From an optimization exercise on the open Yosys and OpenROAD flow, aimed at small area, a short achievable clock period and few clock cycles per item; shortcuts taken in it are not production practice.
At most, simulation tests tie the RTL to the original design; equivalence was not proved.
No driver is modelled on the clock port, so clock power and skew are understated where the tree is cut down; a real chip needs a root buffer or a tree.
Power is estimated from default activity; no workload was simulated.

the baseline:
==> module atrlp_outq, before the edit <==
module atrlp_outq (
	input  logic        clk,
	input  logic        arst_n,
	input  logic        emit,      
	input  logic [1:0]  r_kind,
	input  logic [7:0]  r_byte,
	input  logic        r_ok,
	input  logic        r_last,
	input  logic        rej,       
	output logic        out_valid,
	input  logic        out_ready,
	output logic [1:0]  out_kind,
	output logic [7:0]  out_byte,
	output logic        out_line_ok,
	output logic [15:0] out_bad_line_count,
	output logic        out_last
);
	logic        valid_q;
	logic [1:0]  kind_q;
	logic        ok_q;
	logic [15:0] cnt_q, cnt_d;
	assign out_valid          = valid_q;
	assign out_kind           = kind_q;
	assign out_line_ok        = ok_q;
	assign out_bad_line_count = cnt_q;
	always_ff @(posedge clk or negedge arst_n) begin
		if (!arst_n)
			valid_q <= 1'b0;
		else if (!valid_q || out_ready)
			valid_q <= emit;
	end
	atrlp_oreg u_oreg (
		.clk    (clk),
		.ov     (valid_q),
		.ordy   (out_ready),
		.d      ({r_kind, r_ok, r_byte, r_last}),
		.q      ({kind_q, ok_q, out_byte, out_last})
	);
	logic [8:0] ones;     
	logic       rs;       
	logic       take;
	assign rs   = rej && !(&cnt_q);
	assign take = !valid_q || out_ready;
	always_ff @(posedge clk or negedge arst_n) begin
		if (!arst_n)
			cnt_q <= '0;
		else
			cnt_q <= cnt_d;
	end
	assign ones[0] = 1'b1;
	for (genvar b = 0; b < 8; b++) begin : g_blk
		assign ones[b + 1] = ones[b] && (&cnt_q[2 * b +: 2]);
		atrlp_cntblk u_blk (
			.take (take),
			.pre  (rs && ones[b]),
			.q   (cnt_q[2 * b +: 2]),
			.d   (cnt_d[2 * b +: 2])
		);
	end
endmodule
==> module atrlp_cntblk, before the edit <==
module atrlp_cntblk (
	input  logic       take,
	input  logic       pre,
	input  logic [1:0] q,
	output logic [1:0] d
);
	assign d = q + {1'b0, take && pre};
endmodule
Settings: LEC_CHECK=0, CAP_MARGIN=20, CORE_MARGIN=2, CORE_UTILIZATION=40, GPL_ROUTABILITY_DRIVEN=1, PLACE_DENSITY=0.6, SLEW_MARGIN=20, SYNTH_HIERARCHICAL=1, SYNTH_MINIMUM_KEEP_SIZE=0; clock period 14.0 ns.
standard.sh (not shown) runs the stock make flow with config.mk's settings and CLKGATE_MAP_FILE= SYNTH_SCRIPT=/design/flow/synth_recipe.tcl, a recipe that flattens the netlist after the stock synthesis.
==> flow/flow/run.sh <==
#!/bin/bash
# The standard layout with these changes:
#  - synthesis restructures the logic with ABC's &deepsyn and maps it with ABC's
#    delay-targeted 'map' (flow/map.abc);
#  - the ports get plain sky130_fd_sc_hd__buf_1 buffers;
#  - the clock tree is one level: the flip-flops are split into 4 groups by position and
#    each group gets a clkbuf_16 driven from the clock port (flow/clock_tree.tcl), in
#    place of ORFS's CTS step;
#  - timing repair after placement and after global routing only resizes gates, and aims
#    at 10.5 ns of setup slack at the design's 14 ns clock (ORFS's own repair aims at
#    0 ns, which every path meets with room to spare).
set -euo pipefail
work=$PWD
# Synthesis: the standard flow's script, with the logic mapped by flow/map.abc (delay-targeted 'map')
# instead of ORFS's abc_speed script.
cat > "$work/my_synth.tcl" <<EOT
proc abc {args} {
  set i [lsearch \$args -script]
  if {\$i >= 0} { lset args [expr {\$i + 1}] $work/flow/map.abc }
  yosys abc {*}\$args
}
source $work/synth_recipe.tcl
EOT
sed "s#SYNTH_SCRIPT=[^ ]*#SYNTH_SCRIPT=$work/my_synth.tcl#" standard.sh > my_standard.sh
export BUFFER_PORTS_ARGS="-buffer_cell sky130_fd_sc_hd__buf_1"
bash my_standard.sh place > flow_place.log 2>&1
export SETUP_SLACK_MARGIN=10.5
export SETUP_MOVE_SEQUENCE=sizeup,swap
RESULTS_DIR=$work/orfs/results/sky130hd/at_response_line_parser_unit/base \
LIB_FILE=$FLOW_HOME/platforms/sky130hd/lib/sky130_fd_sc_hd__tt_025C_1v80.lib \
PLATFORM_DIR=$FLOW_HOME/platforms/sky130hd \
DONT_USE_CELLS="$(make -s -C $FLOW_HOME DESIGN_CONFIG=$work/config.mk WORK_HOME=$work/orfs print-DONT_USE_CELLS | sed 's/^DONT_USE_CELLS: //')" \
CLK_GROUPS=4 CLK_CELL=sky130_fd_sc_hd__clkbuf_16 \
  openroad -no_init -exit flow/clock_tree.tcl > flow_clock_tree.log 2>&1
bash my_standard.sh finish > flow_finish.log 2>&1
Other scripts of this flow, unchanged in this note and not shown: flow/flow/clock_tree.tcl, flow/flow/map.abc
[inputs] the candidate vs the baseline
--- a/flow/design.v
+++ b/flow/design.v
@@ -450,29 +450,30 @@
 		.ov     (valid_q),
 		.ordy   (out_ready),
 		.d      ({r_kind, r_ok, r_byte, r_last}),
 		.q      ({kind_q, ok_q, out_byte, out_last})
 	);
-	logic [8:0] ones;     
-	logic       rs;       
-	logic       take;
-	assign rs   = rej && !(&cnt_q);
-	assign take = !valid_q || out_ready;
+	logic [16:0] ones;    
+	logic        rs;      
+	logic        take;
+	assign ones[0] = 1'b1;
+	assign rs      = rej && !(&cnt_q);
+	assign take    = !valid_q || out_ready;
 	always_ff @(posedge clk or negedge arst_n) begin
 		if (!arst_n)
 			cnt_q <= '0;
 		else
 			cnt_q <= cnt_d;
 	end
-	assign ones[0] = 1'b1;
-	for (genvar b = 0; b < 8; b++) begin : g_blk
-		assign ones[b + 1] = ones[b] && (&cnt_q[2 * b +: 2]);
-		atrlp_cntblk u_blk (
-			.take (take),
-			.pre  (rs && ones[b]),
-			.q   (cnt_q[2 * b +: 2]),
-			.d   (cnt_d[2 * b +: 2])
+	for (genvar i = 0; i < 16; i++) begin : g_bit
+		atrlp_cntbit u_bit (
+			.take  (take),
+			.rs    (rs),
+			.ones  (ones[i]),
+			.q     (cnt_q[i]),
+			.d     (cnt_d[i]),
+			.ones1 (ones[i + 1])
 		);
 	end
 endmodule
 module atrlp_oreg (
 	input  logic        clk,
@@ -484,17 +485,20 @@
 	always_ff @(posedge clk) begin
 		if (!ov || ordy)
 			q <= d;
 	end
 endmodule
-module atrlp_cntblk (
-	input  logic       take,
-	input  logic       pre,
-	input  logic [1:0] q,
-	output logic [1:0] d
+module atrlp_cntbit (
+	input  logic take,
+	input  logic rs,
+	input  logic ones,
+	input  logic q,
+	output logic d,
+	output logic ones1
 );
-	assign d = q + {1'b0, take && pre};
+	assign d     = q ^ (take && rs && ones);
+	assign ones1 = ones && q;
 endmodule
 module at_response_line_parser_unit (
 	input  logic         clk,
 	input  logic         arst_n,
 	input  logic         in_valid,
[summary]
The candidate finished every stage and its layout cleared the timing, DRC and antenna checks.
Maximum vdd drop improves in the candidate relative to the baseline.
The baseline → the candidate: number of multi-input combinational cells went up by 12, post-place setup slack went down by 92 ps.
Summary of the candidate over the baseline: sequential share of layout area held steady; overall power after layout shrank by 0.53%; average cell area after synthesis shrank by 0.11 sq um; share of layout cells above drive strength 1 shrank by 0.77 points; final non-filler cell area held steady.
Between the candidate and the baseline, the wire length reported by the detailed router does not differ in any meaningful way.
As far as setup slack is concerned, the baseline and the candidate perform about the same.
In the reports for the baseline and the candidate, the smaller die outline width belongs to the baseline.
The largest clock skew in the final design of the candidate is higher than that of the baseline.
The maximum frequency of the candidate and that of the baseline are within noise of each other.
Testbench counts of the candidate, summed over its fixed seeds: cycles 71,637, bytes 57,729.
For the baseline, only the layout was checked, not whether the RTL still works. No run of this note takes its clock network from TritonCTS; it comes from the design's own scripts or RTL.

re-timing with driven ports:
How much do the figures lean on ideal ports? The routed layouts below were timed once more, with nothing changed but the port constraints. Step 1, drivers: a clkbuf_16 drives clk and a buf_2 each remaining input, both assumed. Step 2 times the ports against the registers' clock, not the clock port: input delays grow and output delays shrink by t, the midpoint of the rising clock arrivals with the driver on. a / b / c = ideal / step 1 / step 2; a / b = the first two.
run | t, ns | setup WS [ns] | latest minus earliest clock arrival (ns) | slew at the worst register clock pin (ns)
the baseline | 0.212 | 10.418 / 10.336 / 10.247 | 0.013 / 0.012 | 0.07 / 0.07
the candidate | 0.211 | 10.419 / 10.341 / 10.286 | 0.019 / 0.019 | 0.08 / 0.08
After both steps every run listed still meets setup and hold. For the baseline, which loses most, drivers alone change the setup slack by -0.082 ns; drivers and shift together by -0.171 ns.
